This is an optimization exercise on Yosys and OpenROAD, whose aim is small area, not a production implementation.
Only simulation tests tie the RTL to the original design; equivalence was not proved.
Power figures rest on the tool's default switching activity, not on a simulated workload.

--- design.v ---
package dot_pkg;
	typedef enum logic [1:0] {
		phase_idle,
		phase_vec_a,
		phase_vec_b,
		phase_complete
	} entry_phase_e;
	typedef union packed {
		logic [16-1:0] value;
		logic [4-1:0][3:0] nibble;
	} hex_word_u;
	typedef struct packed {
		logic en;
		logic bank;  
		logic [3-1:0] addr;
		logic [16-1:0] data;
	} word_write_t;
	typedef struct packed {
		logic [16-1:0] a;
		logic [16-1:0] b;
	} operand_pair_t;
	typedef struct packed {
		hex_word_u word;
		entry_phase_e phase;
		logic [3-1:0] index;
	} entry_view_t;
	typedef struct packed {
		logic [8-1:0] digit3;
		logic [8-1:0] digit2;
		logic [8-1:0] digit1;
		logic [8-1:0] digit0;
	} seg_digits_t;
endpackage
module entry_collector (
	input  logic clk1,
	input  logic rst_n,
	input  logic key_valid,
	input  logic [3:0] key_code,
	output dot_pkg::word_write_t wr,
	output logic start,
	output dot_pkg::entry_view_t view
);
	localparam int nib_bits = $clog2(4);
	logic [nib_bits-1:0] nib_cnt;
	logic [3-1:0] elem_cnt;
	dot_pkg::entry_phase_e phase;
	dot_pkg::entry_phase_e key_phase;
	dot_pkg::hex_word_u word;
	dot_pkg::entry_phase_e view_phase;
	logic [3-1:0] view_index;
	logic accept;
	logic last_nibble;
	logic last_elem;
	logic last_write;
	assign accept = key_valid && (phase != dot_pkg::phase_complete);  
	assign last_nibble = (nib_cnt == (4 - 1));
	assign last_elem = (elem_cnt == (8 - 1));
	assign key_phase = (phase == dot_pkg::phase_idle) ? dot_pkg::phase_vec_a : phase;
	assign last_write = wr.en && wr.bank && (wr.addr == (8 - 1));
	always_ff @(posedge clk1 or negedge rst_n) begin
		if (!rst_n) begin
			nib_cnt <= '0;
			elem_cnt <= '0;
			phase <= dot_pkg::phase_idle;
			word <= '0;
			view_phase <= dot_pkg::phase_idle;
			view_index <= '0;
			wr <= '0;
			start <= 1'b0;
		end else begin
			wr.en <= 1'b0;
			start <= last_write;  
			if (accept) begin
				phase <= key_phase;
				view_phase <= key_phase;  
				view_index <= elem_cnt;
				nib_cnt <= nib_cnt + 1'b1;
				if (nib_cnt == '0) begin
					word.value <= {{(16 - 4){1'b0}}, key_code};
				end else begin
					word.nibble[nib_cnt] <= key_code;
				end
				if (last_nibble) begin
					wr.en <= 1'b1;
					wr.bank <= (key_phase == dot_pkg::phase_vec_b);
					wr.addr <= elem_cnt;
					wr.data <= {key_code, word.value[16-5:0]};
					elem_cnt <= elem_cnt + 1'b1;  
					if (last_elem) begin
						phase <= (key_phase == dot_pkg::phase_vec_a) ?
							dot_pkg::phase_vec_b : dot_pkg::phase_complete;
					end
				end
			end
		end
	end
	assign view.word = word;
	assign view.phase = view_phase;
	assign view.index = view_index;
endmodule
module vector_store (
	input  logic clk1,
	input  logic rst_n,
	input  dot_pkg::word_write_t wr,
	input  logic [3-1:0] rd_addr,
	output dot_pkg::operand_pair_t pair
);
	logic [16-1:0] mem [2][8];
	always_ff @(posedge clk1 or negedge rst_n) begin
		if (!rst_n) begin
			for (int b = 0; b < 2; b++) begin
				for (int i = 0; i < 8; i++) begin
					mem[b][i] <= '0;
				end
			end
		end else if (wr.en) begin
			mem[wr.bank][wr.addr] <= wr.data;
		end
	end
	assign pair.a = mem[0][rd_addr];
	assign pair.b = mem[1][rd_addr];
endmodule
module mac_engine (
	input  logic clk1,
	input  logic rst_n,
	input  logic start,
	output logic [3-1:0] rd_addr,
	input  dot_pkg::operand_pair_t pair,
	output logic [16-1:0] result,
	output logic done
);
	logic [3-1:0] addr_cnt;
	logic busy;
	logic last_addr;
	logic [16-1:0] product;
	logic [16-1:0] acc;
	assign last_addr = (addr_cnt == (8 - 1));
	assign product = pair.a * pair.b;
	always_ff @(posedge clk1 or negedge rst_n) begin
		if (!rst_n) begin
			addr_cnt <= '0;
			busy <= 1'b0;
			done <= 1'b0;
			acc <= '0;
		end else if (busy) begin
			acc <= acc + product;  
			addr_cnt <= addr_cnt + 1'b1;
			if (last_addr) begin
				busy <= 1'b0;
				done <= 1'b1;  
			end
		end else if (start && !done) begin
			busy <= 1'b1;
			addr_cnt <= '0;
			acc <= '0;
		end
	end
	assign rd_addr = addr_cnt;
	assign result = acc;
endmodule
module display_driver (
	input  dot_pkg::entry_view_t view,
	input  logic [16-1:0] result,
	input  logic done,
	output dot_pkg::seg_digits_t segments,
	output logic [8-1:0] tracker,
	output logic [3:0] status
);
	dot_pkg::hex_word_u shown;
	function automatic logic [8-1:0] seg_of(input logic [3:0] nib);
		logic [8-1:0] pat;
		case (nib)
			4'h0: pat = 8'hc0;
			4'h1: pat = 8'hf9;
			4'h2: pat = 8'ha4;
			4'h3: pat = 8'hb0;
			4'h4: pat = 8'h99;
			4'h5: pat = 8'h92;
			4'h6: pat = 8'h82;
			4'h7: pat = 8'hf8;
			4'h8: pat = 8'h80;
			4'h9: pat = 8'h98;
			4'ha: pat = 8'h88;
			4'hb: pat = 8'h83;
			4'hc: pat = 8'hc6;
			4'hd: pat = 8'ha1;
			4'he: pat = 8'h86;
			default: pat = 8'h8e;
		endcase
		seg_of = pat;
	endfunction
	always_comb begin
		shown.value = done ? result : view.word.value;
		segments.digit0 = seg_of(shown.nibble[0]);
		segments.digit1 = seg_of(shown.nibble[1]);
		segments.digit2 = seg_of(shown.nibble[2]);
		segments.digit3 = seg_of(shown.nibble[3]);
	end
	always_comb begin
		tracker = '1;
		status = 4'd1;
		if (done) begin
			status = 4'd4;
		end else begin
			case (view.phase)
				dot_pkg::phase_vec_a: begin
					tracker = ~(8'(1) << view.index);  
					status = 4'd2;
				end
				dot_pkg::phase_vec_b: begin
					tracker = ~(8'(1) << view.index);
					status = 4'd3;
				end
				dot_pkg::phase_complete: status = 4'd3;  
				default: status = 4'd1;
			endcase
		end
	end
endmodule
module dot_product_top (
	input  logic clk1,
	input  logic rst_n,
	input  logic key_valid,
	input  logic [3:0] key_code,
	output dot_pkg::seg_digits_t segments,
	output logic [8-1:0] tracker,
	output logic [3:0] status
);
	dot_pkg::word_write_t wr;
	dot_pkg::entry_view_t view;
	dot_pkg::operand_pair_t pair;
	logic start;
	logic [3-1:0] rd_addr;
	logic [16-1:0] result;
	logic done;
	entry_collector u_entry_collector (
		.clk1      (clk1),
		.rst_n     (rst_n),
		.key_valid (key_valid),
		.key_code  (key_code),
		.wr        (wr),
		.start     (start),
		.view      (view)
	);
	vector_store u_vector_store (
		.clk1    (clk1),
		.rst_n   (rst_n),
		.wr      (wr),
		.rd_addr (rd_addr),
		.pair    (pair)
	);
	mac_engine u_mac_engine (
		.clk1    (clk1),
		.rst_n   (rst_n),
		.start   (start),
		.rd_addr (rd_addr),
		.pair    (pair),
		.result  (result),
		.done    (done)
	);
	display_driver u_display_driver (
		.view     (view),
		.result   (result),
		.done     (done),
		.segments (segments),
		.tracker  (tracker),
		.status   (status)
	);
endmodule
--- config.mk ---
export PLATFORM = sky130hd
export DESIGN_NAME = dot_product_top
export DESIGN_NICKNAME = dot_product_top
export VERILOG_FILES = /design/flow/design.v
export SDC_FILE = /design/flow/constraint.sdc
export NUM_CORES = 4
export LEC_CHECK = 0
export CAP_MARGIN = 20
export CORE_MARGIN = 2
export CORE_UTILIZATION = 40
export SLEW_MARGIN = 20
--- run.sh ---
#!/bin/bash
# synth_recipe.tcl (not shown) runs the flow's synth.tcl, then flattens the netlist and writes it again
# the make line also repeats each setting of config.mk as NAME=value (left out here)
make -C /OpenROAD-flow-scripts/flow DESIGN_CONFIG=/design/flow/config.mk WORK_HOME=/design/flow/orfs CLKGATE_MAP_FILE= SYNTH_SCRIPT=/design/flow/synth_recipe.tcl finish
--- constraint.sdc ---
create_clock -name core_clock -period 10.0 [get_ports {clk1}]
set_input_delay 2.0000 -clock core_clock [delete_from_list [all_inputs] [get_ports {clk1}]]
set_output_delay 2.0000 -clock core_clock [all_outputs]
set_load 0.01 [all_outputs]
==> results by group, run 1 <==
Status
  – Status: finished clean

Clock tree
  – CTS Buf Count: 37
  – CTS root buf: clkbuf_16
  – Worst-Skew Late Latency: approximately 0.54 ns
  – CTS Hold Bufs: 0
  – Postcts setup bufs: 0
  – Resized Gates After CTS: 0
  – Clock slew at reported path FFs: 0.06 ns
  – Number of clock sinks: between 300 and 400
  – CTS tree: done
  – Clk buf depth: 3
  – Max H-tree Level: 2

Synth
  – Register area share after synthesis: a little over two fifths
  – Mux contribution to synthesized area: a little under a fifth
  – Synth Register Bits: about 330
  – Largest area contributor in the netlist: dfrtp_1
  – Largest family of logic cells by synthesized area: multiplexers
  – Post-synth top area share: 41.7%
  – Post-Synth Simple-Gate Area: under 10%
  – Library cells used by synthesis: 60
  – Main synth FF type: dfrtp_1
  – Most frequent cell after synthesis: dfrtp_1
  – EDFF count, synth: 0
  – Cells after Synth: roughly 1,700
  – Synth warnings: 5
  – XOR/XNOR Fraction of Synth Area: under 10%
  – Post-synth top cells: dfrtp_1, mux2_2, inv_1
  – Compound-Gate Fraction of Synth Area: 9.29%
  – Ys async rst share: 100%
  – Synth Area in Adders: between 10% and 20%
  – Syn_area_per_cell: between 10 and 15 µm²
  – Synth area leaders: dfrtp_1, mux2_2, fa_1
  – Post-synthesis cell area: 0.0196 mm²

Drt
  – Routed wire length per instance: around 21 µm
  – Drt pass-1 iters: 9
  – Residual DRC count: 0
  – Vias/cell: 5.57
  – Met1 wire length: approximately 23,000 µm
  – Iter 0 DRT Violations: approximately 1,200
  – Post-route ant nets: 0
  – Wire length on met2: about 24,000 µm
  – Routed wl met3: around 2600 µm
  – Total number of vias: ~13,000
  – Max Used Layer: met4
  – Total Routed Length: ~50,000 µm

Power and ir drop
  – P per Cell Area: around 220 mW/mm²
  – Pleak: about 10 nW
  – Final Power: 4.85 mW
  – VDD IR max: about 0.11 mV

Final layout
  – Post-route cell area: 0.0219 mm²
  – # diodes: 0
  – Nets: between 1,500 and 2,000
  – Fillers: around 4,500
  – Share of layout cells above drive strength 1: approximately a quarter
  – Layout Utilization: about 45%
  – Layout Area Growth over Synthesis: 11.7%

Floorplan
  – Die H: roughly 230 µm
  – Num rows: slightly above 80
  – Initial core utilization: 40.3%
  – CORE AREA: a little under 0.05 mm²
  – Die Area: roughly 0.051 mm²
  – # IOs: 51
  – Die W: approximately 230 µm

Global routing
  – Global route total overflow: 0
  – GRT Util Overall: 20.1%
  – Initial antenna violation count: 0
  – First-pass GRT wire length: ~80,000 µm
  – Vias in the first global route: 13,900
  – Largest net degree at the start of global routing: about 130

Placement
  – Area after DPL: roughly 0.021 mm²
  – HPWL after detailed placement: roughly 35,000 µm
  – Port Buffer Count: 45
  – Routability cong.: 0.846

Setup path
  – WP data required: around 10 ns
  – Worst setup SP type: flip-flop
  – Worst R2R Path Depth: 24
  – Type of the worst setup path: reg -> reg
  – Arrival @ worst endpoint: 8.31 ns
  – Reg2reg start: u_mac_engine.addr_cnt[1]$_DFFE_PN0P_
  – FF-to-FF End: u_mac_engine.acc[15]$_DFFE_PN0P_
  – CP Capture Type: flip-flop
  – CP max FO: 20
  – Setup slack, reg-to-reg: roughly 2.1 ns

Timing
  – Max Clk Rate: 126 MHz
  – Actual slew at the worst max-slew pin: 1.09 ns
  – Setup Skew: between 0.02 and 0.025 ns
  – Final Hold Vio Count: 0
  – Post-route setup TNS: 0 ns
  – Final Cycle Share: 79.2%
  – RSZ-0062 raised after global routing: false
  – Min Tclk post-route: ~7.9 ns
  – Final setup fails: 0
  – Slew HR: a little over a quarter
  – Max Slew Vio Count: 0

Worst hold path
  – Hold Path Origin: u_vector_store.mem[0][1]$_DFFE_PN0P_
  – Min-delay worst type: reg -> reg
  – Hold depth: 1
  – Hold path endpoint: u_vector_store.mem[0][1]$_DFFE_PN0P_

Flow run
  – Max Cap Viol: 0
cells by family (layout without fill, tap and decap cells):
| logic type | count (synthesis) | after routing |
|---|---|---|
| adder cells (fa/ha/maj) | 181 | 181 |
| flip-flops | 327 | 327 |
| buffers and inverters | 287 | 333 |
| AND/OR/NAND/NOR | 329 | 329 |
| XOR/XNOR | 39 | 39 |
| AO/OA/AOI/OAI | 229 | 229 |
| other | 2 | 5 |
| multiplexers | 317 | 317 |
area by class of cell:
cell class / count / area, µm² / area share [%]
tap: 622 / 778 / 3.55
clock inverter: 9 / 80.1 / 0.366
timing repair buffer: 86 / 767 / 3.50
multi-input combinational: 1100 / 10300 / 47.0
sequential: 327 / 8180 / 37.4
clock buffer: 54 / 1110 / 5.07
inverter: 184 / 691 / 3.15
critical path, stage by stage (launching register included):
cell and delay (ns):
dfrtp_1 0.48, inv_1 0.13, ha_2 0.48, buf_4 0.38
nor2b_1 0.53, a222oi_1 0.15, a41o_1 0.50, or2_2 0.38
fa_1 0.41, fa_1 0.55, inv_1 0.05, fa_1 0.46
fa_1 0.55, inv_1 0.06, fa_1 0.51, fa_1 0.45
xnor2_1 0.15, xnor2_1 0.19, xnor2_1 0.16, xnor2_1 0.16
xnor2_1 0.14, xnor3_1 0.42, xnor3_1 0.23, xor2_1 0.15
o21ai_1 0.07
state kept, by name, indices dropped and copies added (netlist names), 3 cells and up, named ones only:
name,flops
u_entry_collector.word,12
u_vector_store.mem,256
u_entry_collector.elem_cnt,3
u_mac_engine.acc,16
u_entry_collector.wr,21
u_entry_collector.view_index,3
u_mac_engine.addr_cnt,3
per-layer routing:
layer  up-vias  global-route usage (%)
li1       5951                       -
met1      6926                    27.6
met2       320                    33.4
met3        70                    3.05
met4         0                    5.23
met5         -                       0
where the power goes:
part	switching (mW)	leakage, nW	internal [mW]	total [mW]
registers	0.353	4.45	1.59	1.95
clock network	0.544	0.584	0.774	1.32
logic	0.842	5.42	0.738	1.58
worst max path at each step:
stage                     cells after the start                                  from  slack (ns)                               end
after detailed placement                     24  u_mac_engine.addr_cnt[1]$_DFFE_PN0P_        2.14  u_mac_engine.acc[15]$_DFFE_PN0P_
after global routing                         22  u_mac_engine.addr_cnt[1]$_DFFE_PN0P_        1.72  u_mac_engine.acc[15]$_DFFE_PN0P_
after CTS                                    24  u_mac_engine.addr_cnt[1]$_DFFE_PN0P_        2.14  u_mac_engine.acc[15]$_DFFE_PN0P_
after floorplan                              28  u_mac_engine.addr_cnt[2]$_DFFE_PN0P_        2.61  u_mac_engine.acc[15]$_DFFE_PN0P_
final                                        24  u_mac_engine.addr_cnt[1]$_DFFE_PN0P_        2.08  u_mac_engine.acc[15]$_DFFE_PN0P_
after global placement                       22  u_mac_engine.addr_cnt[1]$_DFFE_PN0P_        2.30  u_mac_engine.acc[15]$_DFFE_PN0P_
through the flow:
step / hold slack [ns] / cells / setup slack [ns]
after floorplan: 0.467 / 1714 / 2.61
after global placement: 0.478 / 2317 / 2.30
after detailed placement: 0.486 / 2318 / 2.14
after CTS: 0.499 / 2381 / 2.14
after global routing: 0.515 / 2382 / 1.72
final: 0.495 / 2382 / 2.08
cell usage in the layout (no fill, tap or decap), types with 27 or more instances in the layout:
master           count
o21ai_0             27
nand2_1             94
inv_1              184
a21oi_1             28
clkdlybuf4s50_1     44
nand2b_1            45
fa_1                94
clkbuf_16           38
dfrtp_1            327
buf_4               39
xnor2_1             27
ha_1                84
a222oi_1            59
nor2_1             118
mux2_2             293
==> run 2, diff against run 1 <==
==> design.v (replaced) <==
package dot_pkg;
	typedef enum logic [1:0] {
		phase_idle,
		phase_vec_a,
		phase_vec_b,
		phase_complete
	} entry_phase_e;
	typedef union packed {
		logic [16-1:0] value;
		logic [4-1:0][3:0] nibble;
	} hex_word_u;
	typedef struct packed {
		logic en;
		logic bank;  
		logic [3-1:0] addr;
		logic [16-1:0] data;
	} word_write_t;
	typedef struct packed {
		logic [16-1:0] a;
		logic [16-1:0] b;
	} operand_pair_t;
	typedef struct packed {
		hex_word_u word;
		entry_phase_e phase;
		logic [3-1:0] index;
	} entry_view_t;
	typedef struct packed {
		logic [8-1:0] digit3;
		logic [8-1:0] digit2;
		logic [8-1:0] digit1;
		logic [8-1:0] digit0;
	} seg_digits_t;
endpackage
module dot_product_top (
	input  logic clk1,
	input  logic rst_n,
	input  logic key_valid,
	input  logic [3:0] key_code,
	output dot_pkg::seg_digits_t segments,
	output logic [8-1:0] tracker,
	output logic [3:0] status
);
	logic any;           
	logic [5:0] last;    
	logic [5:0] nxt;
	logic full;          
	logic accept;
	logic [1:0] nib;     
	logic [15:0] word;   
	logic [15:0] vec_a [8];
	logic [15:0] acc;
	logic [15:0] mcand;
	logic [3:0] mplier;
	logic [15:0] shown;
	assign nxt = last + 6'd1;
	assign full = any & (&last);
	assign accept = key_valid & ~full;
	assign nib = nxt[1:0];
	always_ff @(posedge clk1 or negedge rst_n) begin
		if (!rst_n) begin
			any <= 1'b0;
			last <= '1;
			acc <= '0;
		end else begin
			if (accept) begin
				any <= 1'b1;
				last <= nxt;
			end
			acc <= acc + 16'(mcand * mplier);
		end
	end
	assign mcand = vec_a[0] << {nib, 2'b00};
	assign mplier = key_code & {4{accept & nxt[5]}};
	always_ff @(posedge clk1) begin
		if (accept) word[nib*4 +: 4] <= key_code;
		if (accept && nib == 2'd3) begin
			for (int i = 0; i < 7; i++) vec_a[i] <= vec_a[i+1];
			vec_a[7] <= {key_code, word[11:0]};
		end
	end
	always_comb begin
		for (int p = 0; p < 4; p++)
			shown[p*4 +: 4] = full ? acc[p*4 +: 4] :
				(any && p <= last[1:0]) ? word[p*4 +: 4] : 4'h0;
	end
	function automatic logic [7:0] seg_of(input logic [3:0] n);
		case (n)
			4'h0: seg_of = 8'hc0;
			4'h1: seg_of = 8'hf9;
			4'h2: seg_of = 8'ha4;
			4'h3: seg_of = 8'hb0;
			4'h4: seg_of = 8'h99;
			4'h5: seg_of = 8'h92;
			4'h6: seg_of = 8'h82;
			4'h7: seg_of = 8'hf8;
			4'h8: seg_of = 8'h80;
			4'h9: seg_of = 8'h98;
			4'ha: seg_of = 8'h88;
			4'hb: seg_of = 8'h83;
			4'hc: seg_of = 8'hc6;
			4'hd: seg_of = 8'ha1;
			4'he: seg_of = 8'h86;
			default: seg_of = 8'h8e;
		endcase
	endfunction
	assign segments.digit0 = seg_of(shown[3:0]);
	assign segments.digit1 = seg_of(shown[7:4]);
	assign segments.digit2 = seg_of(shown[11:8]);
	assign segments.digit3 = seg_of(shown[15:12]);
	assign tracker = (any && !full) ? ~(8'd1 << last[4:2]) : 8'hff;
	assign status = !any ? 4'd1 : full ? 4'd4 :
		last[5] ? 4'd3 : 4'd2;
endmodule
--- a/config.mk
+++ b/config.mk
@@ -5,6 +5,7 @@
 export SDC_FILE = /design/flow/constraint.sdc
 export NUM_CORES = 4
 export LEC_CHECK = 0
+export ABC_AREA = 1
 export CAP_MARGIN = 20
 export CORE_MARGIN = 2
 export CORE_UTILIZATION = 40
==> results by group, run 2 <==
Setup path
  – Setup slack, reg-to-reg: 3.95 ns (+1.87 ns)
  – Crit. Startpoint: key_valid
  – Reg2reg start: last[0]$_DFFE_PN1P_
  – Crit path cell chain: clkdlybuf4s50_1 > nand2_4 > inv_4 > nand3_1 > nor2_1 > fa_1 > fa_1 > inv_1 > fa_1 > inv_1 > ha_1 > a21oi_1 > nand2_1 > a21boi_0 > o21ai_0 > a21oi_1 > o21ai_0 > xor2_1
  – Critical Path Max Stage Delay: 0.56 ns (about the same)
  – CP Capture Type: flip-flop
  – Type of the worst setup path: in -> reg
  – FF-to-FF End: acc[11]$_DFF_PN0_
  – Worst setup SP type: primary input
  – Setup crit end: acc[11]$_DFF_PN0_
  – Worst path slowest cell: fa_1
  – Worst path most repeated cell: fa_1
  – Arrival @ worst endpoint: 6.84 ns (-1.47 ns)
  – WP data required: 10.31 ns (-0.08 ns)
  – Worst R2R Path Depth: 20 (-17%)
  – CP max FO: 23 (+15%)

Synth
  – Register area share after synthesis: 55.2% (+13 points)
  – Cells after Synth: 809 (-53%)
  – Most frequent cell after synthesis: edfxtp_1
  – Largest area contributor in the netlist: edfxtp_1
  – Ys async rst share: 13.8% (-86 points)
  – Syn_area_per_cell: 11.0 µm² (-4.1%)
  – Library cells used by synthesis: 44 (-27%)
  – Synth Register Bits: 167 (-49%)
  – EDFF count, synth: 144 (+144)
  – Post-synth top area share: 48.6% (+6.9 points)
  – Synth warnings: 2 (-3)
  – Post-synthesis cell area: 0.00889 mm² (-55%)
  – Main synth FF type: edfxtp_1
  – Post-synth top cells: edfxtp_1, inv_1, nand2_1
  – Synth area leaders: edfxtp_1, fa_1, ha_1

Final layout
  – Share of layout cells above drive strength 1: 8.67% (-15 points)
  – Commonest non-fill, non-tap cell in the layout: edfxtp_1
  – Area occupied by multi-input gates: 0.00334 mm² (-68%)
  – Fillers: 2,007 (-55%)
  – # diodes: 0 (unchanged)
  – Most frequent cells in the layout: edfxtp_1, inv_1, nand2_1
  – Largest Register: vec_a
  – Nets: 954 (-50%)
  – Sequential standard cell area: 0.00491 mm² (-40%)
  – Max reg flops: 128 (-50%)
  – Layout Area Growth over Synthesis: 15.6%
  – Finished Layout Cells: 1,157 (-51%)
  – Largest registers: vec_a: 128 flops, acc: 16 flops, word: 16 flops

Floorplan
  – Num rows: 54 (-33%)
  – Die H: 153 µm (-32%)
  – CORE AREA: 0.0218 mm² (-55%)
  – # IOs: 51 (unchanged)
  – Initial core utilization: 40.8% (+0.43 points)
  – Die Area: 0.0234 mm² (-54%)
  – Die W: 153 µm (-32%)

Power and ir drop
  – Pleak: 4.23 nW (-60%)
  – Logic gate share of total power: 45.0% (+12 points)
  – Final Power: 3.15 mW (-35%)
  – Sequential power share: 33.4% (-6.8 points)
  – P per Cell Area: 307 mW/mm² (+39%)
  – Clk pwr share: 21.6% (-5.6 points)
  – NetSw: 1.31 mW (-24%)
  – P_int: 1.84 mW (-41%)
  – Net Sw Frac: 41.6% (+5.8 points)
  – VDD IR max: 0.187 mV (+68%)

Worst hold path
  – Min-delay worst type: reg -> reg

Global routing
  – Vias in the first global route: 5,565 (-60%)
  – Initial antenna violation count: 0 (unchanged)
  – First-pass GRT wire length: 29,700 µm (-63%)
  – GRT Util Overall: 16.1% (-4.0 points)
  – Global route total overflow: 0 (unchanged)
  – Largest net degree at the start of global routing: 66 (-48%)

Timing
  – RSZ-0062 raised after global routing: false
  – Actual slew at the worst max-slew pin: 0.803 ns (-0.287 ns)
  – Max Clk Rate: 153 MHz (+21%)
  – Setup Skew: 0.0104 ns (-0.0146 ns)
  – Final Cycle Share: 65.3% (-14 points)
  – Final setup fails: 0 (unchanged)
  – Slew HR: 46.5% (+19 points)
  – Min Tclk post-route: 6.53 ns (-1.39 ns)
  – Max Slew Vio Count: 0 (unchanged)
  – Post-route setup TNS: 0 ns (unchanged)
  – Final Hold Vio Count: 0 (unchanged)

Clock tree
  – Max H-tree Level: 4 (+2)
  – CTS tree: done
  – Worst-Skew Late Latency: 0.44 ns (-0.10 ns)
  – Clk buf depth: 2 (-1)
  – Number of clock sinks: 167 (-49%)
  – CTS Buf Count: 17 (-54%)
  – Clock slew at reported path FFs: 0.08 ns (+0.02 ns)
  – CTS Hold Bufs: 0 (unchanged)
  – Resized Gates After CTS: 0 (unchanged)
  – Postcts setup bufs: 0 (unchanged)
  – CTS root buf: clkbuf_16

Drt
  – Post-route ant nets: 0 (unchanged)
  – Iter 0 DRT Violations: 484 (-59%)
  – Total Routed Length: 18,100 µm (-64%)
  – Vias/cell: 4.98 (-11%)
  – Drt pass-1 iters: 5 (-4)
  – Residual DRC count: 0 (unchanged)
  – Total number of vias: 5,760 (-57%)
  – Routed wire length per instance: 15.6 µm (-26%)

Placement
  – Routability cong.: 0.905 (+7.0%)
  – Placed cells: 1,125 (-51%)
  – Port Buffer Count: 45 (unchanged)
  – HPWL after detailed placement: 13,500 µm (-61%)

Flow run
  – Max Cap Viol: 0 (unchanged)

Status
  – Status: finished clean
==> run 2: changes by cell type after synthesis, moves of 22 or more <==
cell / before / now
inv_1: 184 / 139
a222oi_1: 59 / 0
nor2_1: 118 / 86
ha_1: 87 / 45
mux2i_1: 24 / 0
fa_1: 94 / 38
mux2_2: 293 / 0
edfxtp_1: 0 / 144
nand2b_1: 46 / 0
dfrtp_1: 327 / 17
a22o_1: 23 / 0
clkbuf_1: 62 / 3
xnor2_1: 27 / 3
nor2b_1: 22 / 0
==> run 2: metal layers <==
| layer | wire (µm) | track usage [%] |
|---|---|---|
| met2 | 8260 | 25.5 |
| met3 | 1020 | 3.26 |
| met4 | 331 | 5.07 |
| met1 | 8490 | 22.6 |
| met5 | 0 | 0 |
==> run 2: worst min path at each step <==
stage	start	to	slack, ns	cells after the start
detailed placement	vec_a[2][6]$_DFFE_PP_	vec_a[1][6]$_DFFE_PP_	0.40	0
global placement	vec_a[4][12]$_DFFE_PP_	vec_a[3][12]$_DFFE_PP_	0.40	0
CTS	vec_a[5][14]$_DFFE_PP_	vec_a[4][14]$_DFFE_PP_	0.42	0
global route	vec_a[2][4]$_DFFE_PP_	vec_a[1][4]$_DFFE_PP_	0.42	0
finish	vec_a[2][4]$_DFFE_PP_	vec_a[1][4]$_DFFE_PP_	0.41	0
floorplan	vec_a[1][0]$_DFFE_PP_	vec_a[0][0]$_DFFE_PP_	0.40	0
==> run 2: logic make-up (layout without fill, tap and decap cells) <==
family	count (synthesis)	count (layout)	synth area share [%]
XOR/XNOR	17	17	1.67
adder cells (fa/ha/maj)	83	83	14.9
AO/OA/AOI/OAI	126	126	8.99
other	2	5	0.0844
flip-flops	167	167	55.2
AND/OR/NAND/NOR	246	246	11.7
buffers and inverters	168	233	7.51
==> run 2: critical path: cells and delay by family <==
family | cells | cell delay [ns]
fa+ha+maj | 4 | 1.87
simple gates | 4 | 0.94
compound gates | 5 | 1.00
xor+xnor | 1 | 0.15
buf+inv | 4 | 0.88
==> run 2: stage by stage <==
stage	instance area [µm²]	util, %	setup WS (ns)	hold slack, ns
finish	10300	47.1	3.47	0.415
global route	10300	47.1	3.08	0.423
CTS	10300	47.1	3.52	0.421
detailed placement	9640	44.2	3.08	0.405
global placement	9640	44.2	3.20	0.400
floorplan	8900	-	1.97	0.400
==> run 2: layout make-up <==
class	instances	area share, %
clock inverter	15	2.02
sequential	167	47.7
tap	280	3.41
multi-input combinational	477	32.5
clock buffer	17	4.14
inverter	153	5.61
timing repair buffer	48	4.60
==> run 2: power groups by stage <==
stage	Clock [mW]	Sequential, mW	Combinational (mW)
2_1_floorplan	0	1.05	0.939
3_3_place_gp	0	1.07	1.41
3_5_place_dp	0	1.07	1.41
4_1_cts	0.702	1.05	1.42
5_1_grt	0.727	1.07	1.59
6_report	0.682	1.05	1.42
==> run 3, diff against run 2 <==
--- a/design.v
+++ b/design.v
@@ -66,11 +66,50 @@
 				any <= 1'b1;
 				last <= nxt;
 			end
-			acc <= acc + 16'(mcand * mplier);
+			acc <= acc_next;
 		end
 	end
 	assign mcand = vec_a[0] << {nib, 2'b00};
 	assign mplier = key_code & {4{accept & nxt[5]}};
+	logic prev;
+	logic [2:0] t0, t1;
+	logic [15:0] pp0, pp1;
+	logic neg0, neg1;
+	logic [15:0] s1, c1, acc_next;
+	assign prev = accept & nxt[5] & (nib != 2'd0) & word[{nib, 2'b00} - 4'd1];
+	assign t0 = {mplier[1:0], prev};
+	assign t1 = mplier[3:1];
+	function automatic logic [16:0] booth_pp(input logic [15:0] m, input logic [2:0] t);
+		logic [15:0] mag;
+		logic neg;
+		case (t)
+			3'b001, 3'b010: mag = m;
+			3'b101, 3'b110: mag = m;
+			3'b011, 3'b100: mag = {m[14:0], 1'b0};
+			default: mag = '0;
+		endcase
+		neg = t[2] & ~(t[1] & t[0]);
+		booth_pp = {neg, mag ^ {16{neg}}};
+	endfunction
+	assign {neg0, pp0} = booth_pp(mcand, t0);
+	assign {neg1, pp1} = booth_pp(mcand, t1);
+	logic [15:0] opb, rb;
+	logic [16:0] rc;
+	assign opb = {pp1[13:0], neg1, neg0};
+	always_comb begin
+		for (int b = 0; b < 16; b++) begin
+			s1[b] = acc[b] ^ pp0[b] ^ opb[b];
+			c1[b] = (acc[b] & pp0[b]) | (acc[b] & opb[b]) | (pp0[b] & opb[b]);
+		end
+	end
+	assign rb = {c1[14:0], neg1};
+	always_comb begin
+		rc[0] = neg1;
+		for (int b = 0; b < 16; b++) begin
+			acc_next[b] = s1[b] ^ rb[b] ^ rc[b];
+			rc[b+1] = (s1[b] & rb[b]) | (s1[b] & rc[b]) | (rb[b] & rc[b]);
+		end
+	end
 	always_ff @(posedge clk1) begin
 		if (accept) word[nib*4 +: 4] <= key_code;
 		if (accept && nib == 2'd3) begin
--- a/config.mk
+++ b/config.mk
@@ -8,5 +8,6 @@
 export ABC_AREA = 1
 export CAP_MARGIN = 20
 export CORE_MARGIN = 2
-export CORE_UTILIZATION = 40
+export CORE_UTILIZATION = 60
+export CTS_BUF_LIST = sky130_fd_sc_hd__clkbuf_8
 export SLEW_MARGIN = 20
==> results by group, run 3 <==
Timing
  – Min Tclk post-route: 9.37 ns (+2.84 ns)
  – Slew HR: 31.6% (-15 points)
  – Setup Skew: 0.0163 ns (+0.00594 ns)
  – Actual slew at the worst max-slew pin: 1.03 ns (+0.224 ns)
  – Post-route setup TNS: 0 ns (unchanged)
  – Setup ws final: 0.627 ns (-2.84 ns)
  – Max Slew Vio Count: 0 (unchanged)
  – Worst hold slack: 0.418 ns (+0.00311 ns)
  – Final Hold Vio Count: 0 (unchanged)
  – Final Cycle Share: 93.7% (+28 points)
  – Max Clk Rate: 107 MHz (-30%)
  – RSZ-0062 raised after global routing: false
  – Final setup fails: 0 (unchanged)

Final layout
  – Share of layout cells above drive strength 1: 13.0% (+4.3 points)
  – Max reg flops: 128 (unchanged)
  – Commonest non-fill, non-tap cell in the layout: edfxtp_1
  – Nets: 796 (-17%)
  – Largest Register: vec_a
  – Most frequent cells in the layout: edfxtp_1, nand2_1, inv_1
  – Layout Utilization: 69.9% (+23 points)
  – Largest registers: vec_a: 128 flops, acc: 16 flops, word: 16 flops
  – Layout Area Growth over Synthesis: 12.5%
  – # diodes: 0 (unchanged)

Floorplan
  – Initial core utilization: 62.1% (+21 points)
  – Die H: 122 µm (-21%)
  – Die W: 122 µm (-21%)
  – Num rows: 42 (-22%)
  – Die Area: 0.0148 mm² (-37%)
  – # IOs: 51 (unchanged)
  – CORE AREA: 0.0133 mm² (-39%)

Synth
  – Post-synthesis cell area: 0.00829 mm² (-6.8%)
  – Main synth FF type: edfxtp_1
  – Synth warnings: 2 (unchanged)
  – Library cells used by synthesis: 45 (+2.3%)
  – Synth Register Bits: 167 (unchanged)
  – Register area share after synthesis: 59.2% (+4.0 points)
  – Synth area leaders: edfxtp_1, fa_1, dfrtp_1
  – Cells after Synth: 674 (-17%)
  – Ys async rst share: 13.8% (unchanged)
  – Largest area contributor in the netlist: edfxtp_1
  – EDFF count, synth: 144 (unchanged)
  – Post-synth top cells: edfxtp_1, nand2_1, inv_1
  – Post-synth top area share: 52.2% (+3.5 points)
  – Most frequent cell after synthesis: edfxtp_1
  – Syn_area_per_cell: 12.3 µm² (+12%)

Placement
  – Port Buffer Count: 45 (unchanged)
  – Pre-CTS WS: 0.253 ns (-2.83 ns)
  – HPWL after detailed placement: 12,200 µm (-9.4%)
  – Routability cong.: 0.974 (+7.6%)

Clock tree
  – CTS root buf: clkbuf_8
  – Worst-Skew Late Latency: 0.47 ns (+0.03 ns)
  – Clock slew at reported path FFs: 0.10 ns (+0.02 ns)
  – Max H-tree Level: 4 (unchanged)
  – Resized Gates After CTS: 0 (unchanged)
  – CTS tree: done
  – CTS Hold Bufs: 0 (unchanged)
  – Clk buf depth: 2 (unchanged)
  – Postcts setup bufs: 0 (unchanged)
  – Number of clock sinks: 167 (unchanged)
  – CTS Buf Count: 17 (unchanged)

Power and ir drop
  – VDD IR max: 0.231 mV (+23%)
  – Pleak: 3.76 nW (-11%)
  – P per Cell Area: 321 mW/mm² (+4.6%)

Drt
  – Total Routed Length: 16,800 µm (-7.3%)
  – Drt pass-1 iters: 5 (unchanged)
  – Max Used Layer: met4
  – Wire length on met2: 8190 µm (-0.81%)
  – Total number of vias: 5,269 (-8.5%)
  – Residual DRC count: 0 (unchanged)
  – Routed wl met3: 987 µm (-3.1%)
  – Vias/cell: 5.71 (+15%)
  – Met1 wire length: 7280 µm (-14%)
  – Iter 0 DRT Violations: 607 (+25%)
  – Routed wire length per instance: 18.2 µm (+16%)
  – Post-route ant nets: 0 (unchanged)

Worst hold path
  – Min-delay worst type: reg -> reg

Global routing
  – First-pass GRT wire length: 26,600 µm (-10%)
  – Initial antenna violation count: 0 (unchanged)
  – Vias in the first global route: 5,107 (-8.2%)
  – Global route total overflow: 0 (unchanged)
  – Largest net degree at the start of global routing: 87 (+32%)
  – GRT Util Overall: 24.3% (+8.2 points)

Setup path
  – Critical Path Max Stage Delay: 0.52 ns (-0.04 ns)
  – Type of the worst setup path: in -> reg
  – CP max FO: 5 (-78%)
  – WP data required: 10.37 ns (+0.06 ns)
  – CP Capture Type: flip-flop
  – Worst setup SP type: primary input
  – Worst path slowest cell: clkdlybuf4s50_1
  – Worst path most repeated cell: fa_1
  – Arrival @ worst endpoint: 9.75 ns (+2.91 ns)

Flow run
  – Max Cap Viol: 0 (unchanged)

Status
  – Status: finished clean
run 3: changes by cell type after synthesis, moves of 4 or more:
cell,delta
a21oi_1,-11
fa_1,-10
ha_1,-18
inv_1,-62
nand2_1,-11
nor2_1,-56
o21ai_1,-9
o22ai_1,+18
o22ai_2,+7
or2_2,-4
xor2_1,+18
run 3: final timing paths:
kind / from / end / slack [ns] / cells after the start
setup reg to reg: last[1]$_DFFE_PN1P_ / acc[15]$_DFF_PN0_ / 1.32 / 30
hold / removal: vec_a[6][3]$_DFFE_PP_ / vec_a[5][3]$_DFFE_PP_ / 0.42 / 0
setup / recovery: key_code[0] / acc[15]$_DFF_PN0_ / 0.63 / 30
max in group asynchronous: rst_n / last[3]$_DFFE_PN1P_ / 8.11 / 1
min in group asynchronous: rst_n / acc[2]$_DFF_PN0_ / 1.50 / 1
hold reg to reg: vec_a[6][3]$_DFFE_PP_ / vec_a[5][3]$_DFFE_PP_ / 0.42 / 0
run 3: per-layer routing:
layer	vias to the layer above	GRT usage, %
li1	2465	-
met1	2570	33.6
met2	202	38.7
met3	32	5.10
met4	0	8.91
met5	-	0
run 3: through the flow:
| step | power, mW | instances | area [µm²] |
|---|---|---|---|
| detailed placement | 2.51 | 891 | 8940 |
| global placement | 2.46 | 891 | 8940 |
| CTS | 3.00 | 923 | 9340 |
| floorplan | 2.01 | 677 | 8300 |
| global route | 3.21 | 923 | 9330 |
| finish | 3.00 | 923 | 9330 |
run 3: layout make-up:
class | count | area [µm²]
inverter | 91 | 344
tap | 176 | 220
sequential | 167 | 4910
multi-input combinational | 401 | 2940
timing repair buffer | 56 | 528
clock buffer | 17 | 234
clock inverter | 15 | 159
fill | 929 | 4020
run 3: worst max-delay path, delay by kind of cell:
kind	cells	cell delay (ns)
AND/OR/NAND/NOR	7	0.79
XOR/XNOR	1	0.19
AO/OA/AOI/OAI	2	0.40
buffers and inverters	5	0.80
adder cells (fa/ha/maj)	15	5.57
run 3: logic make-up (layout without fill, tap and decap cells):
logic type | after synthesis | after routing | share of synthesized area [%]
and+or+nand+nor | 179 | 179 | 10.1
DFF | 167 | 167 | 59.2
buffers and inverters | 109 | 179 | 5.60
muxes | 1 | 1 | 0.121
xor gates and xnor gates | 32 | 32 | 3.38
adders and majority gates | 55 | 55 | 10.8
AOI/OAI and AO/OA | 129 | 129 | 10.7
other | 2 | 5 | 0.0906
run 3: report_power, final:
part	internal, mW	leakage [nW]	switching (mW)	total, mW
Combinational	0.561	1.97	0.871	1.43
Sequential	0.986	1.59	0.104	1.09
Clock	0.208	0.206	0.265	0.473
==> run 4, diff against run 3 <==
==> flow/run.sh (new file) <==
#!/bin/bash
# Own layout flow: the standard synthesis, then its combinational logic
# re-mapped by ABC for area (registers and full adders kept as they are),
# then the standard layout with small port buffers and a clock tree without
# dummy loads.
set -euo pipefail
W=$PWD
F=$W/flow
LIB=$FLOW_HOME/platforms/$FLOW_PLATFORM/lib/sky130_fd_sc_hd__tt_025C_1v80.lib
R=orfs/results/$FLOW_PLATFORM/dot_product_top/base

# 1. Standard synthesis.
bash standard.sh synth > $W/std_synth.log 2>&1
cp $R/1_2_yosys.v $W/std.v
mv orfs orfs_std

# 2. Re-map the combinational logic. Flip-flops and full adders stay as
# instances with their names.
KEEP=$(grep -oE '^\s*sky130_fd_sc_hd__(df|edf|sdf|dl|fa_)\w*' $W/std.v | sort -u | tr -d ' ' | tr '\n' ' ')
DU=""
for c in sky130_fd_sc_hd__probe_p_8 sky130_fd_sc_hd__probec_p_8 'sky130_fd_sc_hd__lpflow_*'; do DU="$DU -dont_use $c"; done
yosys -l $W/reopt.log -p "
read_liberty -ignore_miss_func $LIB
read_verilog $W/std.v
hierarchy -top $FLOW_TOP
setattr -mod -set keep_hierarchy 1 $KEEP
flatten
blackbox $KEEP
opt -purge
abc -liberty $LIB $DU -script $F/reopt.abc
opt_clean -purge
hilomap -singleton -hicell sky130_fd_sc_hd__conb_1 HI -locell sky130_fd_sc_hd__conb_1 LO
opt_clean -purge
stat -liberty $LIB
write_verilog -noattr -noexpr -nohex -nodec $W/opt.v
" > /dev/null

# 3. Layout of the re-mapped netlist.
cat >> config.mk <<EOC
export BUFFER_PORTS_ARGS = -buffer_cell sky130_fd_sc_hd__buf_1
export CTS_ARGS = -sink_clustering_enable -repair_clock_nets -dont_use_dummy_load -buf_list sky130_fd_sc_hd__clkbuf_8
EOC
bash standard.sh SYNTH_NETLIST_FILES=$W/opt.v finish > $W/layout.log 2>&1
==> flow/reopt.abc (new file) <==
strash
&get -n
&deepsyn -T 60
&put
dch -f
amap
topo
==> standard.sh (new file) <==
#!/bin/bash
# synth_recipe.tcl (not shown) runs the flow's synth.tcl, then flattens the netlist and writes it again
# the make line also repeats each setting of config.mk as NAME=value (left out here)
make -C /OpenROAD-flow-scripts/flow DESIGN_CONFIG=/design/flow/config.mk WORK_HOME=/design/flow/orfs CLKGATE_MAP_FILE= SYNTH_SCRIPT=/design/flow/synth_recipe.tcl "${@:-finish}"
--- a/config.mk
+++ b/config.mk
@@ -9,5 +9,6 @@
 export CAP_MARGIN = 20
 export CORE_MARGIN = 2
 export CORE_UTILIZATION = 60
-export CTS_BUF_LIST = sky130_fd_sc_hd__clkbuf_8
 export SLEW_MARGIN = 20
+export BUFFER_PORTS_ARGS = -buffer_cell sky130_fd_sc_hd__buf_1
+export CTS_ARGS = -sink_clustering_enable -repair_clock_nets -dont_use_dummy_load -buf_list sky130_fd_sc_hd__clkbuf_8
removed: run.sh
==> results by group, run 4 <==
Clock tree
  – Worst-Skew Late Latency: 0.46 ns (about the same)
  – Max H-tree Level: 4 (unchanged)
  – CTS root buf: clkbuf_8
  – CTS Hold Bufs: 0 (unchanged)
  – CTS tree: done
  – CTS Buf Count: 17 (unchanged)
  – Resized Gates After CTS: 0 (unchanged)
  – Number of clock sinks: 167 (unchanged)
  – Clock slew at reported path FFs: 0.07 ns (-0.03 ns)
  – Clk buf depth: 2 (unchanged)
  – Postcts setup bufs: 0 (unchanged)

Setup path
  – Worst path most repeated cell: fa_1
  – Reg2reg start: last[1]$_DFFE_PN1P_
  – Crit. Startpoint: key_valid
  – Worst path slowest cell: fa_1
  – Type of the worst setup path: in -> reg
  – Critical Path Max Stage Delay: 0.46 ns (-0.06 ns)
  – CP Capture Type: flip-flop
  – Arrival @ worst endpoint: 9.67 ns (-0.08 ns)
  – Worst setup SP type: primary input
  – CP max FO: 4 (-1)
  – WP data required: 10.31 ns (-0.06 ns)

Timing
  – RSZ-0062 raised after global routing: false
  – Slew HR: 42.5% (+11 points)
  – Final Cycle Share: 93.6% (-0.13 points)
  – Post-route setup TNS: 0 ns (unchanged)
  – Min Tclk post-route: 9.36 ns (-0.0126 ns)
  – Max Slew Vio Count: 0 (unchanged)
  – Final setup fails: 0 (unchanged)
  – Final Hold Vio Count: 0 (unchanged)
  – Setup Skew: 0.0289 ns (+0.0126 ns)
  – Setup ws final: 0.639 ns (+0.0126 ns)
  – Max Clk Rate: 107 MHz (+0.13%)
  – Actual slew at the worst max-slew pin: 0.863 ns (-0.164 ns)

Synth
  – Syn_area_per_cell: 12.8 µm² (+3.8%)
  – Post-synthesis cell area: 0.00730 mm² (-12%)
  – Cells after Synth: 572 (-15%)
  – Synth warnings: 0 (-2)

Placement
  – Placed cells: 784 (-12%)
  – HPWL after detailed placement: 10,700 µm (-12%)
  – Pre-CTS WS: 0.284 ns (+0.0316 ns)
  – Routability cong.: 0.918 (-5.8%)
  – Port Buffer Count: 45 (unchanged)

Power and ir drop
  – P per Cell Area: 305 mW/mm² (-5.1%)
  – VDD IR max: 0.198 mV (-14%)
  – NetSw: 974 µW (-22%)
  – P_int: 1.48 mW (-16%)
  – Sequential power share: 43.2% (+6.8 points)
  – Pleak: 2.74 nW (-27%)
  – Net Sw Frac: 39.7% (-1.7 points)
  – Logic gate share of total power: 42.6% (-5.2 points)
  – Clk pwr share: 14.2% (-1.6 points)

Global routing
  – Initial antenna violation count: 0 (unchanged)
  – First-pass GRT wire length: 24,100 µm (-9.7%)
  – Largest net degree at the start of global routing: 74 (-15%)
  – GRT Util Overall: 25.0% (+0.69 points)
  – Global route total overflow: 0 (unchanged)
  – Vias in the first global route: 4,530 (-11%)

Floorplan
  – Die H: 114 µm (-5.9%)
  – Num rows: 40 (-4.8%)
  – Die W: 114 µm (-5.9%)
  – Die Area: 0.0131 mm² (-12%)
  – # IOs: 51 (unchanged)
  – Initial core utilization: 61.1% (-1.1 points)
  – CORE AREA: 0.0120 mm² (-10%)

Status
  – Status: finished clean

Flow run
  – Max Cap Viol: 0 (unchanged)

Final layout
  – Max reg flops: 128 (unchanged)
  – # diodes: 0 (unchanged)
  – Share of layout cells above drive strength 1: 6.42% (-6.6 points)
  – Most frequent cells in the layout: edfxtp_1, nor2_1, clkinv_1
  – Layout Area Growth over Synthesis: 10.1%
  – Largest Register: vec_a
  – Area occupied by multi-input gates: 0.00222 mm² (-24%)
  – Fillers: 876 (-5.7%)
  – Nets: 691 (-13%)
  – Commonest non-fill, non-tap cell in the layout: edfxtp_1
  – Sequential standard cell area: 0.00491 mm² (unchanged)
  – Finished Layout Cells: 801 (-13%)
  – Largest registers: vec_a: 128 flops, acc: 16 flops, word: 16 flops

Drt
  – Residual DRC count: 0 (unchanged)
  – Total Routed Length: 15,300 µm (-8.7%)
  – Total number of vias: 4,771 (-9.5%)
  – Drt pass-1 iters: 7 (+2)
  – Post-route ant nets: 0 (unchanged)
  – Iter 0 DRT Violations: 522 (-14%)
  – Vias/cell: 5.96 (+4.3%)
  – Routed wire length per instance: 19.1 µm (+5.2%)

Worst hold path
  – Hold Path Origin: vec_a[4][3]$_DFFE_PP_
  – Min-delay worst type: reg -> reg
-- run 4: cell types whose count changed in the layout (fill, tap and decap cells not counted), sizes merged, moves of 19 or more --
cell | before | now
nand2 | 106 | 35
clkdlybuf4s50 | 44 | 0
xor2 | 32 | 0
inv | 100 | 0
o21ai | 50 | 31
nor2 | 32 | 105
nand3 | 35 | 2
ha | 27 | 0
buf | 12 | 62
clkinv | 5 | 53
a21oi | 13 | 49
-- run 4: worst max-delay path, delay by kind of cell --
kind,cells,cell delay (ns)
AOI/OAI and AO/OA,5,0.84
buffers and inverters,3,0.29
and+or+nand+nor,4,0.83
adders and majority gates,15,5.70
-- run 4: layout make-up --
class	instances	area share (%)
inverter	53	2.47
multi-input combinational	355	27.6
clock buffer	17	2.91
tap	147	2.29
timing repair buffer	62	3.69
sequential	167	61.0
-- run 4: path summary, 6_finish.rpt --
path / to / slack (ns) / cells past startpoint
max: acc[15]$_DFF_PN0_ / 0.64 / 27
min: vec_a[3][3]$_DFFE_PP_ / 0.42 / 0
max reg2reg: acc[15]$_DFF_PN0_ / 0.69 / 30
min reg2reg: vec_a[3][3]$_DFFE_PP_ / 0.42 / 0
max in group asynchronous: last[2]$_DFFE_PN1P_ / 8.16 / 2
min in group asynchronous: acc[8]$_DFF_PN0_ / 1.54 / 2
-- run 4: power by group through the flow --
stage	registers [mW]	logic (mW)	clock network [mW]
6_report	1.06	1.04	0.348
5_1_grt	1.08	1.18	0.384
4_1_cts	1.06	1.04	0.360
3_5_place_dp	1.07	1.02	0
3_3_place_gp	1.07	0.973	0
2_1_floorplan	1.05	0.719	0
-- run 4: per-layer routing --
layer,vias to the layer above,wire length (µm),track usage [%]
met3,23,772,6.09
met2,177,7330,39.6
met4,0,204,6.42
li1,2266,-,-
met1,2305,7010,35.6
met5,-,0,0
-- run 4: through the flow --
stage,util [%],power [mW],instance area (µm²),hold slack [ns]
after global routing,67.2,2.64,8040,0.424
after global placement,65.2,2.04,7800,0.400
after detailed placement,65.2,2.09,7800,0.405
after floorplan,-,1.77,7310,0.400
after CTS,67.2,2.46,8040,0.419
final,67.2,2.45,8040,0.416
==> run 5, diff against run 4 <==
--- a/design.v
+++ b/design.v
@@ -45,10 +45,12 @@
 	logic [5:0] nxt;
 	logic full;          
 	logic accept;
+	logic mac;           
 	logic [1:0] nib;     
-	logic [15:0] word;   
-	logic [15:0] vec_a [8];
+	logic [3:0] word [4];    
+	logic [15:0] vec_a [7];  
 	logic [15:0] acc;
+	logic [15:0] acc_next;
 	logic [15:0] mcand;
 	logic [3:0] mplier;
 	logic [15:0] shown;
@@ -56,6 +58,7 @@
 	assign full = any & (&last);
 	assign accept = key_valid & ~full;
 	assign nib = nxt[1:0];
+	assign mac = accept & nxt[5];
 	always_ff @(posedge clk1 or negedge rst_n) begin
 		if (!rst_n) begin
 			any <= 1'b0;
@@ -69,22 +72,45 @@
 			acc <= acc_next;
 		end
 	end
-	assign mcand = vec_a[0] << {nib, 2'b00};
-	assign mplier = key_code & {4{accept & nxt[5]}};
+	always_ff @(posedge clk1) begin
+		if (accept) begin
+			if (nib == 2'd0) begin
+				for (int i = 0; i < 6; i++) vec_a[i] <= vec_a[i+1];
+				vec_a[6] <= {word[3], word[2], word[1], word[0]};
+				word[0] <= key_code;
+				for (int p = 1; p < 4; p++) word[p] <= vec_a[0][(p-1)*4 +: 4];
+			end else begin
+				for (int p = 1; p < 4; p++) begin
+					if (p == nib) word[p] <= key_code;
+					else if (p > nib) word[p] <= word[p-1];
+				end
+			end
+		end
+	end
+	always_comb begin
+		for (int p = 0; p < 4; p++)
+			mcand[p*4 +: 4] = (nib == 2'd0) ? vec_a[0][p*4 +: 4] :
+				(p >= nib) ? word[p] : 4'h0;
+	end
+	assign mplier = key_code & {4{mac}};
 	logic prev;
 	logic [2:0] t0, t1;
 	logic [15:0] pp0, pp1;
 	logic neg0, neg1;
-	logic [15:0] s1, c1, acc_next;
-	assign prev = accept & nxt[5] & (nib != 2'd0) & word[{nib, 2'b00} - 4'd1];
+	logic [15:0] s1, c1;
+	always_comb begin
+		prev = 1'b0;
+		for (int p = 1; p < 4; p++)
+			if (nib == 2'(p)) prev = word[p-1][3];
+		prev = prev & mac;
+	end
 	assign t0 = {mplier[1:0], prev};
 	assign t1 = mplier[3:1];
 	function automatic logic [16:0] booth_pp(input logic [15:0] m, input logic [2:0] t);
 		logic [15:0] mag;
 		logic neg;
 		case (t)
-			3'b001, 3'b010: mag = m;
-			3'b101, 3'b110: mag = m;
+			3'b001, 3'b010, 3'b101, 3'b110: mag = m;
 			3'b011, 3'b100: mag = {m[14:0], 1'b0};
 			default: mag = '0;
 		endcase
@@ -110,17 +136,10 @@
 			rc[b+1] = (s1[b] & rb[b]) | (s1[b] & rc[b]) | (rb[b] & rc[b]);
 		end
 	end
-	always_ff @(posedge clk1) begin
-		if (accept) word[nib*4 +: 4] <= key_code;
-		if (accept && nib == 2'd3) begin
-			for (int i = 0; i < 7; i++) vec_a[i] <= vec_a[i+1];
-			vec_a[7] <= {key_code, word[11:0]};
-		end
-	end
 	always_comb begin
 		for (int p = 0; p < 4; p++)
 			shown[p*4 +: 4] = full ? acc[p*4 +: 4] :
-				(any && p <= last[1:0]) ? word[p*4 +: 4] : 4'h0;
+				(any && p <= last[1:0]) ? word[p] : 4'h0;
 	end
 	function automatic logic [7:0] seg_of(input logic [3:0] n);
 		case (n)
==> results by group, run 5 <==
Status
  – Status: finished clean

Setup path
  – Type of the worst setup path: in -> reg
  – CP max FO: 14 (+10)
  – Worst path slowest cell: fa_1
  – CP Capture Type: flip-flop
  – Buf/Inv on CP: 4 (+1)
  – WP data required: 10.31 ns (about the same)
  – Worst path most repeated cell: fa_1
  – Worst setup SP type: primary input
  – Crit path max-delay family: adder cells
  – Critical Path Max Stage Delay: 0.57 ns (+0.11 ns)
  – Arrival @ worst endpoint: 9.82 ns (+0.15 ns)

Power and ir drop
  – VDD IR max: 0.212 mV (+6.7%)
  – Final Power: 2.27 mW (-7.3%)
  – P per Cell Area: 302 mW/mm² (-0.85%)
  – Pleak: 2.56 nW (-6.4%)

Timing
  – Max Slew Vio Count: 0 (unchanged)
  – RSZ-0062 raised after global routing: false
  – Max Clk Rate: 105 MHz (-1.6%)
  – Final Hold Vio Count: 0 (unchanged)
  – Min Tclk post-route: 9.52 ns (+0.155 ns)
  – Final Cycle Share: 95.2% (+1.6 points)
  – Slew HR: 33.8% (-8.7 points)
  – Actual slew at the worst max-slew pin: 0.993 ns (+0.130 ns)
  – Setup Skew: 0.0252 ns (-0.00373 ns)
  – Setup ws final: 0.484 ns (-0.155 ns)
  – Final setup fails: 0 (unchanged)

Worst hold path
  – Min-delay worst type: reg -> reg

Clock tree
  – Max H-tree Level: 4 (unchanged)
  – Number of clock sinks: 151 (-9.6%)
  – Clk buf depth: 2 (unchanged)
  – Postcts setup bufs: 0 (unchanged)
  – Worst-Skew Late Latency: 0.45 ns (about the same)
  – CTS root buf: clkbuf_8
  – CTS tree: done
  – Clock slew at reported path FFs: 0.07 ns (about the same)
  – CTS Buf Count: 17 (unchanged)

Floorplan
  – Die W: 110 µm (-3.9%)
  – Initial core utilization: 61.8% (+0.75 points)
  – CORE AREA: 0.0109 mm² (-9.0%)
  – Num rows: 38 (-5.0%)
  – # IOs: 51 (unchanged)
  – Die H: 110 µm (-3.9%)
  – Die Area: 0.0121 mm² (-7.6%)

Final layout
  – Fillers: 732 (-16%)
  – Largest Register: vec_a
  – Layout Utilization: 69.1% (+1.8 points)
  – Share of layout cells above drive strength 1: 8.20% (+1.8 points)
  – Post-route cell area: 0.00752 mm² (-6.5%)
  – Commonest non-fill, non-tap cell in the layout: edfxtp_1
  – # diodes: 0 (unchanged)
  – Layout Area Growth over Synthesis: 11.8%
  – Most frequent cells in the layout: edfxtp_1, nor2_1, clkinv_1
  – Largest registers: vec_a: 112 flops, acc: 16 flops, word: 16 flops
  – Nets: 647 (-6.4%)
  – Max reg flops: 112 (-13%)

Synth
  – Cells after Synth: 527 (-7.9%)
  – Synth warnings: 0 (unchanged)
  – Syn_area_per_cell: 12.8 µm² (about the same)
  – Post-synthesis cell area: 0.00673 mm² (-7.9%)

Placement
  – Routability cong.: 0.964 (+5.1%)
  – Pre-CTS WS: -0.0990 ns (-0.383 ns)
  – HPWL after detailed placement: 9340 µm (-13%)
  – Area after DPL: 0.00726 mm² (-7.0%)
  – Port Buffer Count: 45 (unchanged)

Global routing
  – Vias in the first global route: 4,041 (-11%)
  – First-pass GRT wire length: 20,400 µm (-15%)
  – GRT Util Overall: 23.2% (-1.8 points)
  – Global route total overflow: 0 (unchanged)
  – Initial antenna violation count: 0 (unchanged)
  – Largest net degree at the start of global routing: 84 (+14%)

Drt
  – Routed wire length per instance: 17.5 µm (-8.5%)
  – Total Routed Length: 13,100 µm (-14%)
  – Drt pass-1 iters: 9 (+2)
  – Post-route ant nets: 0 (unchanged)
  – Iter 0 DRT Violations: 441 (-16%)
  – Vias/cell: 5.96 (about the same)
  – Residual DRC count: 0 (unchanged)
  – Total number of vias: 4,471 (-6.3%)

Flow run
  – Max Cap Viol: 0 (unchanged)
run 5: repair_timing:
action	in CTS	in global routing
endpoints found under the setup margin	0	1
resized for setup	0	8
hold buffers	0	0
run 5: where the power goes:
part	switching (mW)	internal, mW
Sequential	0.0952	0.899
Combinational	0.611	0.336
Clock	0.182	0.149
run 5: path summary, 6_finish.rpt:
kind / startpoint / end / slack, ns / cells past startpoint
max: key_code[0] / acc[15]$_DFF_PN0_ / 0.48 / 30
min: vec_a[6][2]$_DFFE_PP_ / vec_a[5][2]$_DFFE_PP_ / 0.40 / 0
min in group asynchronous: rst_n / any$_DFFE_PN0P_ / 1.53 / 2
max reg2reg: last[1]$_DFFE_PN1P_ / acc[15]$_DFF_PN0_ / 0.64 / 37
min reg2reg: vec_a[6][2]$_DFFE_PP_ / vec_a[5][2]$_DFFE_PP_ / 0.40 / 0
max in group asynchronous: rst_n / last[1]$_DFFE_PN1P_ / 8.16 / 2
run 5: per-layer routing:
metal	part of all wire (%)	vias to the layer above	routed length, µm	GRT usage (%)
met2	46	160	5980	34.0
li1	-	2127	-	-
met1	47	2164	6150	33.8
met3	6.3	20	829	6.70
met4	1.2	0	158	7.32
met5	0	-	0	0
run 5: layout make-up:
type                            instances  area (µm²)  share of cell area (%)
Timing Repair Buffer                   63         304                    4.04
Inverter                               52         195                    2.60
Sequential cell                       151        4430                    58.9
Multi-Input combinational cell        327        2180                    29.1
Tap cell                              140         175                    2.33
Clock buffer                           17         234                    3.11
run 5: through the flow:
stage / cells / setup TNS (ns) / hold WS [ns]
final: 750 / 0 / 0.402
after global routing: 750 / 0 / 0.419
after CTS: 750 / 0 / 0.399
after detailed placement: 733 / -0.0990 / 0.405
after global placement: 733 / 0 / 0.401
after floorplan: 530 / 0 / 0.400
==> run 6, diff against run 5 <==
--- a/flow/run.sh
+++ b/flow/run.sh
@@ -38,6 +38,6 @@
 # 3. Layout of the re-mapped netlist.
 cat >> config.mk <<EOC
 export BUFFER_PORTS_ARGS = -buffer_cell sky130_fd_sc_hd__buf_1
-export CTS_ARGS = -sink_clustering_enable -repair_clock_nets -dont_use_dummy_load -buf_list sky130_fd_sc_hd__clkbuf_8
+export CTS_ARGS = -sink_clustering_enable -repair_clock_nets -dont_use_dummy_load -buf_list sky130_fd_sc_hd__clkbuf_8 -sink_clustering_size 30 -sink_clustering_max_diameter 80
 EOC
 bash standard.sh SYNTH_NETLIST_FILES=$W/opt.v finish > $W/layout.log 2>&1
==> config.mk (replaced) <==
export PLATFORM = sky130hd
export DESIGN_NAME = dot_product_top
export DESIGN_NICKNAME = dot_product_top
export VERILOG_FILES = /design/flow/design.v
export SDC_FILE = /design/flow/constraint.sdc
export NUM_CORES = 4
export LEC_CHECK = 0
export ABC_AREA = 1
export CAP_MARGIN = 0
export CORE_MARGIN = 2
export CORE_UTILIZATION = 70
export SLEW_MARGIN = 0
export BUFFER_PORTS_ARGS = -buffer_cell sky130_fd_sc_hd__buf_1
export CTS_ARGS = -sink_clustering_enable -repair_clock_nets -dont_use_dummy_load -buf_list sky130_fd_sc_hd__clkbuf_8 -sink_clustering_size 30 -sink_clustering_max_diameter 80
==> results by group, run 6 <==
Worst hold path
  – Hold Path Origin: vec_a[6][4]$_DFFE_PP_
  – Min-delay worst type: reg -> reg
  – Hold depth: 0 (unchanged)
  – Hold path endpoint: vec_a[5][4]$_DFFE_PP_

Final layout
  – Layout Utilization: 81.2% (+12 points)
  – Max reg flops: 112 (unchanged)
  – Fillers: 510 (-30%)
  – # diodes: 0 (unchanged)
  – Largest registers: vec_a: 112 flops, acc: 16 flops, word: 16 flops
  – Share of layout cells above drive strength 1: 9.28% (+1.1 points)
  – Commonest non-fill, non-tap cell in the layout: edfxtp_1
  – Layout Area Growth over Synthesis: 12.1%
  – Largest Register: vec_a
  – Nets: 651 (+0.62%)
  – Most frequent cells in the layout: edfxtp_1, nor2_1, clkinv_1

Setup path
  – Critical Path Max Stage Delay: 0.60 ns (+0.03 ns)
  – WP data required: 10.29 ns (-0.02 ns)
  – Worst R2R Path Depth: 39 (+5.4%)
  – Reg2reg start: last[1]$_DFFE_PN1P_
  – Type of the worst setup path: in -> reg
  – FF-to-FF End: acc[15]$_DFF_PN0_
  – Worst path slowest cell: fa_1
  – Worst path most repeated cell: fa_1
  – CP max FO: 4 (-10)
  – Arrival @ worst endpoint: 9.96 ns (+0.14 ns)
  – Worst setup SP type: primary input
  – Setup slack, reg-to-reg: 0.52 ns (-0.12 ns)
  – CP Capture Type: flip-flop

Floorplan
  – Die W: 102 µm (-7.1%)
  – Die H: 102 µm (-7.1%)
  – CORE AREA: 0.00928 mm² (-15%)
  – Die Area: 0.0104 mm² (-14%)
  – # IOs: 51 (unchanged)
  – Initial core utilization: 72.5% (+11 points)
  – Num rows: 35 (-7.9%)

Clock tree
  – CTS tree: done
  – Worst-Skew Late Latency: 0.44 ns (about the same)
  – CTS Buf Count: 17 (unchanged)
  – Clk buf depth: 2 (unchanged)
  – CTS root buf: clkbuf_8
  – Max H-tree Level: 4 (unchanged)
  – CTS Hold Bufs: 0 (unchanged)
  – Number of clock sinks: 151 (unchanged)
  – Clock slew at reported path FFs: 0.09 ns (+0.02 ns)

Drt
  – Drt pass-1 iters: 7 (-2)
  – Post-route ant nets: 0 (unchanged)
  – Iter 0 DRT Violations: 732 (+66%)
  – Vias/cell: 6.24 (+4.8%)
  – Residual DRC count: 0 (unchanged)
  – Routed wire length per instance: 18.4 µm (+5.2%)
  – Total Routed Length: 13,700 µm (+4.2%)
  – Total number of vias: 4,640 (+3.8%)

Timing
  – Actual slew at the worst max-slew pin: 0.960 ns (-0.0328 ns)
  – Final Hold Vio Count: 0 (unchanged)
  – Final setup fails: 0 (unchanged)
  – Final Cycle Share: 96.7% (+1.5 points)
  – Max Clk Rate: 103 MHz (-1.6%)
  – Max Slew Vio Count: 0 (unchanged)
  – Slew HR: 36.0% (+2.2 points)
  – Min Tclk post-route: 9.67 ns (+0.154 ns)
  – Setup Skew: 0.0329 ns (+0.00777 ns)

Synth
  – Cells after Synth: 527 (unchanged)
  – Post-synthesis cell area: 0.00673 mm² (unchanged)
  – Synth warnings: 0 (unchanged)
  – Syn_area_per_cell: 12.8 µm² (unchanged)

Power and ir drop
  – P per Cell Area: 306 mW/mm² (+1.3%)
  – Final Power: 2.31 mW (+1.6%)
  – Pleak: 2.58 nW (+0.56%)
  – VDD IR max: 0.226 mV (+6.9%)

Global routing
  – GRT Util Overall: 29.0% (+5.7 points)
  – Largest net degree at the start of global routing: 85 (+1.2%)
  – First-pass GRT wire length: 22,000 µm (+7.8%)
  – Global route total overflow: 0 (unchanged)
  – Initial antenna violation count: 0 (unchanged)
  – Vias in the first global route: 4,353 (+7.7%)

Placement
  – Port Buffer Count: 45 (unchanged)
  – HPWL after detailed placement: 9640 µm (+3.2%)
  – Routability cong.: 0.902 (-6.4%)

Status
  – Status: finished clean

Flow run
  – Max Cap Viol: 0 (unchanged)
run 6: cell types whose count changed in the layout (fill, tap and decap cells not counted), sizes merged:
cell  previous run  this run
buf             63        67
run 6: metrics by stage:
step	hold slack [ns]	setup WS [ns]	instances	cell area (µm²)	setup TNS [ns]
final	0.380	0.330	743	7540	0
after CTS	0.379	0.240	741	7490	0
after global placement	0.401	0.0186	724	7260	0
after floorplan	0.400	0.00996	530	6770	0
after global routing	0.378	-0.0970	743	7540	-0.0970
after detailed placement	0.405	-0.189	724	7260	-0.189
run 6: worst max path at each step:
stage          startpoint           endpoint  slack [ns]  cells after the start
2_1_floorplan   key_valid  acc[15]$_DFF_PN0_        0.01                     33
5_1_grt         key_valid  acc[15]$_DFF_PN0_        -0.1                     34
3_5_place_dp    key_valid  acc[15]$_DFF_PN0_       -0.19                     33
4_1_cts         key_valid  acc[15]$_DFF_PN0_        0.24                     33
3_3_place_gp    key_valid  acc[15]$_DFF_PN0_        0.02                     33
6_report        key_valid  acc[15]$_DFF_PN0_        0.33                     33
run 6: power breakdown:
part           total [mW]  internal, mW  switching (mW)
Sequential          0.995         0.899          0.0966
Clock               0.328         0.150           0.179
Combinational       0.985         0.351           0.634
Total                2.31          1.40           0.909
run 6: routing by layer:
metal	vias to the layer above	wire, µm	GRT usage (%)
met3	40	1250	5.75
met1	2177	5610	42.1
met5	-	0	0
met2	281	6460	44.5
li1	2142	-	-
met4	0	349	11.0
run 6: critical path, delay by kind of cell:
family | cells | cell delay (ns)
and+or+nand+nor | 4 | 0.34
adders and majority gates | 14 | 5.56
buffers and inverters | 6 | 0.69
AOI/OAI and AO/OA | 9 | 1.36
run 6: cell type report:
cell class                      count  area (µm²)  share of cell area, %
Sequential cell                   151        4430                   58.7
Multi-Input combinational cell    327        2190                   29.0
Timing Repair Buffer               67         334                   4.43
Clock buffer                       17         234                   3.10
Inverter                           52         195                   2.59
Tap cell                          129         161                   2.14
run 6: timing repair:
item | 4_1_cts | 5_1_grt
resized for setup | 0 | 11
endpoints found under the setup margin | 0 | 1
buffers inserted | 0 | 2

-- re-timing with driven ports --
No port has a modelled driver above. Below, the same layouts with a new extraction and two added sets of constraints. Step 1 sets driving cells, clkbuf_16 on the clock port and buf_2 on the other inputs (assumed; they add their load-dependent delay and slew). Step 2 times the ports against the registers' clock, not the clock port: input delays grow and output delays shrink by t, the midpoint of the rising clock arrivals with the driver on. a / b / c = ideal / step 1 / step 2; a / b = the first two.
run	t (ns)	setup slack, ns	clock arrival spread, ns	worst slew at a driven data input, ns
run 1	0.581	2.076 / 2.076 / 2.076	0.025 / 0.025	0.05
run 2	0.471	3.470 / 3.491 / 3.020	0.018 / 0.018	0.03
run 3	0.502	0.627 / 0.640 / 0.138	0.016 / 0.016	0.03
run 4	0.479	0.639 / 0.652 / 0.174	0.032 / 0.033	0.03
run 5	0.473	0.484 / 0.495 / 0.023	0.025 / 0.025	0.04
run 6	0.457	0.330 / 0.340 / -0.116	0.033 / 0.033	0.03
With both steps, setup timing fails in run 6, where it was met with ideal ports. For run 3, which loses most, drivers alone change the setup slack by +0.013 ns; drivers and shift together by -0.489 ns.
